Background: an optimization exercise with open tools, aiming at small area, a short achievable clock period and few clock cycles per item. Do not read the settings as production practice. Where RTL was checked, it was by simulation tests only, not by an equivalence proof against the original. Power is estimated from default activity; no workload was simulated.

run E:
Design ble_ad_structure_parser, start of the top module:
module ble_ad_structure_parser (
   input  logic             clock,
   input  logic             reset,
   input  logic             req_valid,
   output logic             req_stall,
   input  logic [16:0]      req_data,    
   output logic             rsp_valid,
   input  logic             rsp_stall,
   output logic [78:0]      rsp_data,    
   input  logic             csr_valid,
   output logic             csr_ready,
   input  logic [7:0]       csr_data
);
clock: 5.5 ns
lec_check: 0
cap_margin: 20
core_margin: 2
core_utilization: 40
cts_buf_list: sky130_fd_sc_hd__clkbuf_16
cts_cluster_diameter: 100
cts_cluster_size: 25
setup_slack_margin: 2.8
slew_margin: 20
synth_hierarchical: 1
synth_minimum_keep_size: 0
standard.sh (not shown) runs the stock make flow with config.mk's settings and CLKGATE_MAP_FILE= SYNTH_SCRIPT=/design/flow/synth_recipe.tcl, a recipe that flattens the netlist after the stock synthesis.
==> flow/flow/run.sh <==
#!/bin/bash
# Standard layout, with the port buffers inserted before placement made of
# sky130_fd_sc_hd__buf_2 cells instead of the buffer buffer_ports picks by
# default, and without the adder-extraction step in synthesis (ABC maps the
# arithmetic as plain gates).
set -euo pipefail
export BUFFER_PORTS_ARGS="-buffer_cell sky130_fd_sc_hd__buf_2"
export ADDER_MAP_FILE=
export DONT_USE_CELLS="sky130_fd_sc_hd__maj3_1 sky130_fd_sc_hd__maj3_2 sky130_fd_sc_hd__maj3_4"
bash standard.sh > standard_flow.log 2>&1
Run E went all the way through the flow, and no timing, DRC or antenna check failed.
diff inputs: run E => run P
-- flow/flow/run.sh --
<<< run E, line 8
export ADDER_MAP_FILE=
export DONT_USE_CELLS="sky130_fd_sc_hd__maj3_1 sky130_fd_sc_hd__maj3_2 sky130_fd_sc_hd__maj3_4"
bash standard.sh > standard_flow.log 2>&1
>>> run P, line 8
export ADDER_MAP_FILE=
bash standard.sh > standard_flow.log 2>&1
## What came out
The number of antenna repair diodes of run E and that of run P are within noise of each other.
Delta (run P minus run E): share of the cycle needed by the critical path after routing neither gained nor lost much; area after synthesis neither gained nor lost much.
No functional check of the RTL was part of any run of this note.

========
Another version of the RTL of ble_ad_structure_parser (not shown whole).
For scale: ~1000 cells after synthesis, roughly 210 flip-flops, ~110 I/O pins.
clock: 5.5 ns
lec_check: 0
cap_margin: 20
core_margin: 2
core_utilization: 40
setup_slack_margin: 2.5
slew_margin: 20
==> flow/flow/run.sh <==
#!/bin/bash
# Standard layout, with the port buffers inserted before placement made of
# sky130_fd_sc_hd__buf_2 cells instead of the buffer buffer_ports picks by default.
set -euo pipefail
export BUFFER_PORTS_ARGS="-buffer_cell sky130_fd_sc_hd__buf_2"
bash standard.sh > standard_flow.log 2>&1
Testbench counts at the start, summed over its fixed seeds: cycles 96,595, bytes 91,371.
Next try:
--- a/flow/config.mk
+++ b/flow/config.mk
@@ -11 +11 @@
-export SETUP_SLACK_MARGIN = 2.5
+export SETUP_SLACK_MARGIN = 3.0
The new run finished with timing, DRC and antenna clean.
Area after synthesis is unchanged.
Via count increases by a few percent.
Non-clock buffer count is higher by 62.
First-iteration DRC count increases by a few percent.
Global-route usage came out higher by 0.36 points.
Synthesized cell count does not change.
Final area climbs by a little under a tenth.
Final cell count increases by a few percent.
Next try:
==> flow/flow/run.sh (replaced) <==
#!/bin/bash
# Standard layout, with the port buffers inserted before placement made of
# sky130_fd_sc_hd__buf_1 cells instead of the buffer buffer_ports picks by default.
set -euo pipefail
export BUFFER_PORTS_ARGS="-buffer_cell sky130_fd_sc_hd__buf_1"
bash standard.sh > standard_flow.log 2>&1
--- a/flow/config.mk
+++ b/flow/config.mk
@@ -11 +11 @@
-export SETUP_SLACK_MARGIN = 3.0
+export SETUP_SLACK_MARGIN = 2.5
Global-route usage goes down by 0.12 points; setup slack got worse by 0.29 ns; total power goes up by 4.7%; final area goes down by 8.6%; sequential power barely changes; sequential share of layout area goes up by 3.9 points; final cell count goes down by 3.5%; wire length goes down by 4.2%.
Next try:
==> flow/flow/run.sh (replaced) <==
#!/bin/bash
# Standard layout, with the port buffers inserted before placement made of
# sky130_fd_sc_hd__buf_2 cells instead of the buffer buffer_ports picks by default.
set -euo pipefail
export BUFFER_PORTS_ARGS="-buffer_cell sky130_fd_sc_hd__buf_2"
bash standard.sh > standard_flow.log 2>&1
--- a/flow/config.mk
+++ b/flow/config.mk
@@ -11 +11 @@
-export SETUP_SLACK_MARGIN = 2.5
+export SETUP_SLACK_MARGIN = 2.8
Effect: Count of clock-buffer cells in the layout climbs by 1. Power rises by 0.64%. Register-to-register slack is better by 0.32 ns. Routed wire length is higher by 2.9%. Design area rose by 5.3%. Non-clock buffer count is higher by 25. Global-route usage climbs by 0.52 points.
Next try:
--- a/flow/config.mk
+++ b/flow/config.mk
@@ -10,0 +11 @@
+export CTS_BUF_LIST = sky130_fd_sc_hd__clkbuf_4 sky130_fd_sc_hd__clkbuf_8
=> Sequential cell count does not change. Total power falls by 6.3%. Sequential power is about the same. Setup slack degrades by 0.015 ns. Area after synthesis is unchanged. Via count rises by 0.31%. Die area stays the same. Global-route usage rises by 0.14 points. Critical path depth stays the same. Combinational power falls by about 3%.

========
ble_ad_structure_parser, a different RTL version from the one above (not shown whole).
For scale: roughly 1100 cells after synthesis, about 110 I/O pins, ~13000 sq um of cells after synthesis.
==> flow/config.mk <==
export PLATFORM = sky130hd
export DESIGN_NAME = ble_ad_structure_parser
export DESIGN_NICKNAME = ble_ad_structure_parser
export VERILOG_FILES = /design/flow/design.v
export SDC_FILE = /design/flow/constraint.sdc
export NUM_CORES = 4
export LEC_CHECK = 0
export CAP_MARGIN = 20
export CORE_MARGIN = 2
export CORE_UTILIZATION = 40
export SETUP_SLACK_MARGIN = 0
export SLEW_MARGIN = 20
==> flow/constraint.sdc <==
create_clock -name core_clock -period 5.5 [get_ports {clock}]
set_input_delay 1.1000 -clock core_clock [delete_from_list [all_inputs] [get_ports {clock}]]
set_output_delay 1.1000 -clock core_clock [all_outputs]
set_load 0.01 [all_outputs]
run.sh (not shown) runs the stock make flow with config.mk's settings and CLKGATE_MAP_FILE= SYNTH_SCRIPT=/design/flow/synth_recipe.tcl, a recipe that flattens the netlist after the stock synthesis.
Stock flow here: none of the scripts above is used.
Change:
--- a/flow/config.mk
+++ b/flow/config.mk
@@ -9,4 +9,4 @@
 export CORE_MARGIN = 2
 export CORE_UTILIZATION = 40
-export SETUP_SLACK_MARGIN = 0
+export SETUP_SLACK_MARGIN = 2.5
 export SLEW_MARGIN = 20
Wire length is higher by about 17%.
Final area is higher by 15%.
Final cell count is higher by about 8%.
First-iteration DRC count is lower by 11%.
Core utilization is higher by 7.5 points.
Power is higher by about 1.1%.
Sequential share of layout area is lower by 6.2 points.
Sequential cell count stays the same.
Via count is higher by about 12%.
No functional check of the RTL was part of any run of this note.

[what the ideal ports hide]
The results above use ideal ports. As a check the final layouts listed here were re-extracted and re-timed, cells and wires unchanged.
Step 1, drivers: a clkbuf_16 drives clock and a buf_2 each remaining input, both assumed.
Step 2 also shifts input and output timing later by t, the mid clock arrival at the registers, as if the neighbouring blocks saw the same clock.
a / b / c = ideal ports / drivers / drivers and shift; a / b = the first two.
run | shift t [ns] | setup WS [ns] | worst slew at a driven data input, ns | cell pins on the clock port's net
run E | 0.484 | 2.543 / 2.543 / 2.171 | 0.04 | 1
run P | 0.484 | 2.543 / 2.543 / 2.171 | 0.04 | 1
the first run of note 2 | 0.550 | 2.588 / 2.563 / 2.392 | 0.03 | 1
the second run of note 2 | 0.548 | 2.787 / 2.740 / 2.551 | 0.03 | 1
the third run of note 2 | 0.552 | 2.492 / 2.451 / 2.228 | 0.04 | 1
the fourth run of note 2 | 0.559 | 2.667 / 2.620 / 2.469 | 0.04 | 1
the fifth run of note 2 | 0.563 | 2.653 / 2.609 / 2.470 | 0.04 | 1
the first run of note 3 | 0.574 | 0.894 / 0.849 / 1.287 | 0.04 | 1
the second run of note 3 | 0.580 | 1.944 / 1.944 / 1.475 | 0.05 | 1
After both steps every run listed still meets setup and hold. For the second run of note 3, which loses most, drivers alone change the setup slack by 0.000 ns; drivers and shift together by -0.469 ns.
